This design comes from an exercise in tuning for small area on the open sky130 flow, not from production work. In this exercise RTL edits were held to simulation tests only and were not proved equivalent to the original. Power and IR drop assume default switching activity.

==> flow/design.v (excerpt) <==
module riscv_pipeline #(
    parameter logic [31:0] initial_pc = 32'h0040_0000
) (
    input  logic        clk,
    input  logic        rst,
    input  logic [31:0] instruction,
    input  logic [31:0] d_read_data,
    output logic [31:0] pc,
    output logic [31:0] alu_result,
    output logic [31:0] d_address,
    output logic [31:0] d_write_data,
    output logic [31:0] write_back_data,
    output logic        mem_read,
    output logic        mem_write
);
    localparam logic [6:0] op_load   = 7'b0000011;
    localparam logic [6:0] op_imm    = 7'b0010011;
    localparam logic [6:0] op_store  = 7'b0100011;
    localparam logic [6:0] op_reg    = 7'b0110011;
    localparam logic [6:0] op_branch = 7'b1100011;
    logic [31:1] pc_q;
    logic [31:1] pc_id;
    logic [31:1] ex_pc;
    logic [6:0]  ex_f7;
    logic [4:0]  ex_rs2;
    logic [4:0]  ex_rs1;
    logic [2:0]  ex_f3;
    logic [4:0]  ex_rd;
    logic        ex_r, ex_i, ex_l, ex_s, ex_b;
    logic [31:0] mem_alu;
    logic [31:0] mem_rs2;
    logic [31:1] mem_target;
    logic [4:0]  mem_rd;
    logic        mem_l, mem_s, mem_taken;
    logic [31:0] wb_alu;
    logic [4:0]  wb_rd;
    logic        wb_l, wb_a;
    logic [31:2] pc_inc;
    logic [32:2] pc_cy;
    assign pc_cy[2] = 1'b1;
    for (genvar g = 2; g < 32; g++) begin : g_inc
        assign pc_inc[g]    = pc_q[g] ^ pc_cy[g];
        assign pc_cy[g + 1] = pc_q[g] & pc_cy[g];
    end
    always_ff @(posedge clk) begin
        if (rst) begin
            pc_q <= initial_pc[31:1];
        end else if (mem_taken) begin
            pc_q <= mem_target;
        end else begin
            pc_q <= {pc_inc, pc_q[1]};
        end
    end
    assign pc = {pc_q, 1'b0};
    always_ff @(posedge clk) begin
        if (rst) begin
            pc_id <= '0;
        end else begin
            pc_id <= pc_q;
        end
    end
    always_ff @(posedge clk) begin
        if (rst) begin
            ex_r <= 1'b0;
            ex_i <= 1'b0;
            ex_l <= 1'b0;
            ex_s <= 1'b0;
            ex_b <= 1'b0;
        end else begin
            ex_r <= instruction[6:0] == op_reg;
  ...
==> flow/config.mk <==
export PLATFORM = sky130hd
export DESIGN_NAME = riscv_pipeline
export DESIGN_NICKNAME = riscv_pipeline
export VERILOG_FILES = /design/flow/design.v
export SDC_FILE = /design/flow/constraint.sdc
export NUM_CORES = 4
export LEC_CHECK = 0
export CAP_MARGIN = 20
export CORE_MARGIN = 2
export CORE_UTILIZATION = 40
export CTS_BUF_LIST = sky130_fd_sc_hd__clkbuf_8
export CTS_CLUSTER_DIAMETER = 50
export CTS_CLUSTER_SIZE = 20
export SLEW_MARGIN = 20
export SYNTH_HIERARCHICAL = 1
export SYNTH_MINIMUM_KEEP_SIZE = 0
==> flow/constraint.sdc <==
create_clock -name core_clock -period 10.0 [get_ports {clk}]
set_input_delay 2.0000 -clock core_clock [delete_from_list [all_inputs] [get_ports {clk}]]
set_output_delay 2.0000 -clock core_clock [all_outputs]
set_load 0.01 [all_outputs]
run.sh (not shown) runs the stock make flow with config.mk's settings and CLKGATE_MAP_FILE= SYNTH_SCRIPT=/design/flow/synth_recipe.tcl, a recipe that flattens the netlist after the stock synthesis.
==> next run, changes <==
==> flow/flow/run.sh (new file) <==
#!/bin/bash
# The standard layout (standard.sh) with three changes that only affect how
# the layout is built:
#  - single-strength buffers on the ports instead of the delay-cell buffers
#    ORFS picks by default;
#  - clock tree synthesis without dummy load cells;
#  - power recovery (downsizing off-critical cells) after global routing.
set -euo pipefail
export BUFFER_PORTS_ARGS="-buffer_cell sky130_fd_sc_hd__buf_1"
export CTS_ARGS="-sink_clustering_enable -repair_clock_nets -dont_use_dummy_load -buf_list sky130_fd_sc_hd__clkbuf_8 -sink_clustering_size 16 -sink_clustering_max_diameter 60"
export RECOVER_POWER=100
bash standard.sh > standard.log 2>&1
==> flow/standard.sh (new file) <==
#!/bin/bash
# synth_recipe.tcl (not shown) runs the flow's synth.tcl, then flattens the netlist and writes it again
# the make line also repeats each setting of config.mk as NAME=value (left out here)
make -C /OpenROAD-flow-scripts/flow DESIGN_CONFIG=/design/flow/config.mk WORK_HOME=/design/flow/orfs CLKGATE_MAP_FILE= SYNTH_SCRIPT=/design/flow/synth_recipe.tcl "${@:-finish}"
- CTS_CLUSTER_DIAMETER: 50 -> 60
- CTS_CLUSTER_SIZE: 20 -> 16
removed: flow/run.sh
=>
- The changed run completed and failed the layout checks on capacitance limit, slew limit
- worst setup slack gains 0.097 ns
- total power went down by a little under a tenth
- sequential share of layout area went up by 3.2 points
- routed wire length went down slightly
- synthesized cell count is unchanged
- global-route usage went down by 0.32 points
- hold slack barely changes
- maximum frequency went up slightly
- core utilization went down by 2.4 points
- flip-flop and latch count is unchanged

## port drivers added, routing unchanged
No port has a modelled driver above. Below, the same layouts with a new extraction and two added sets of constraints.
Step 1: set_driving_cell puts a clkbuf_16 on clk and a buf_2 on each other input, an assumption about the parent block.
Step 2 times the ports against the registers' clock, not the clock port: input delays grow and output delays shrink by t, the midpoint of the rising clock arrivals with the driver on.
a / b / c = ideal / step 1 / step 2; a / b = the first two.
run	shift t [ns]	slack for setup (ns)	hold slack, ns	worst data-port slew with drivers (ns)
the first run	0.955	0.311 / 0.238 / 1.193	0.329 / 0.329 / 0.329	0.09
the second run	0.875	0.409 / 0.332 / 1.186	0.330 / 0.330 / 0.330	0.11
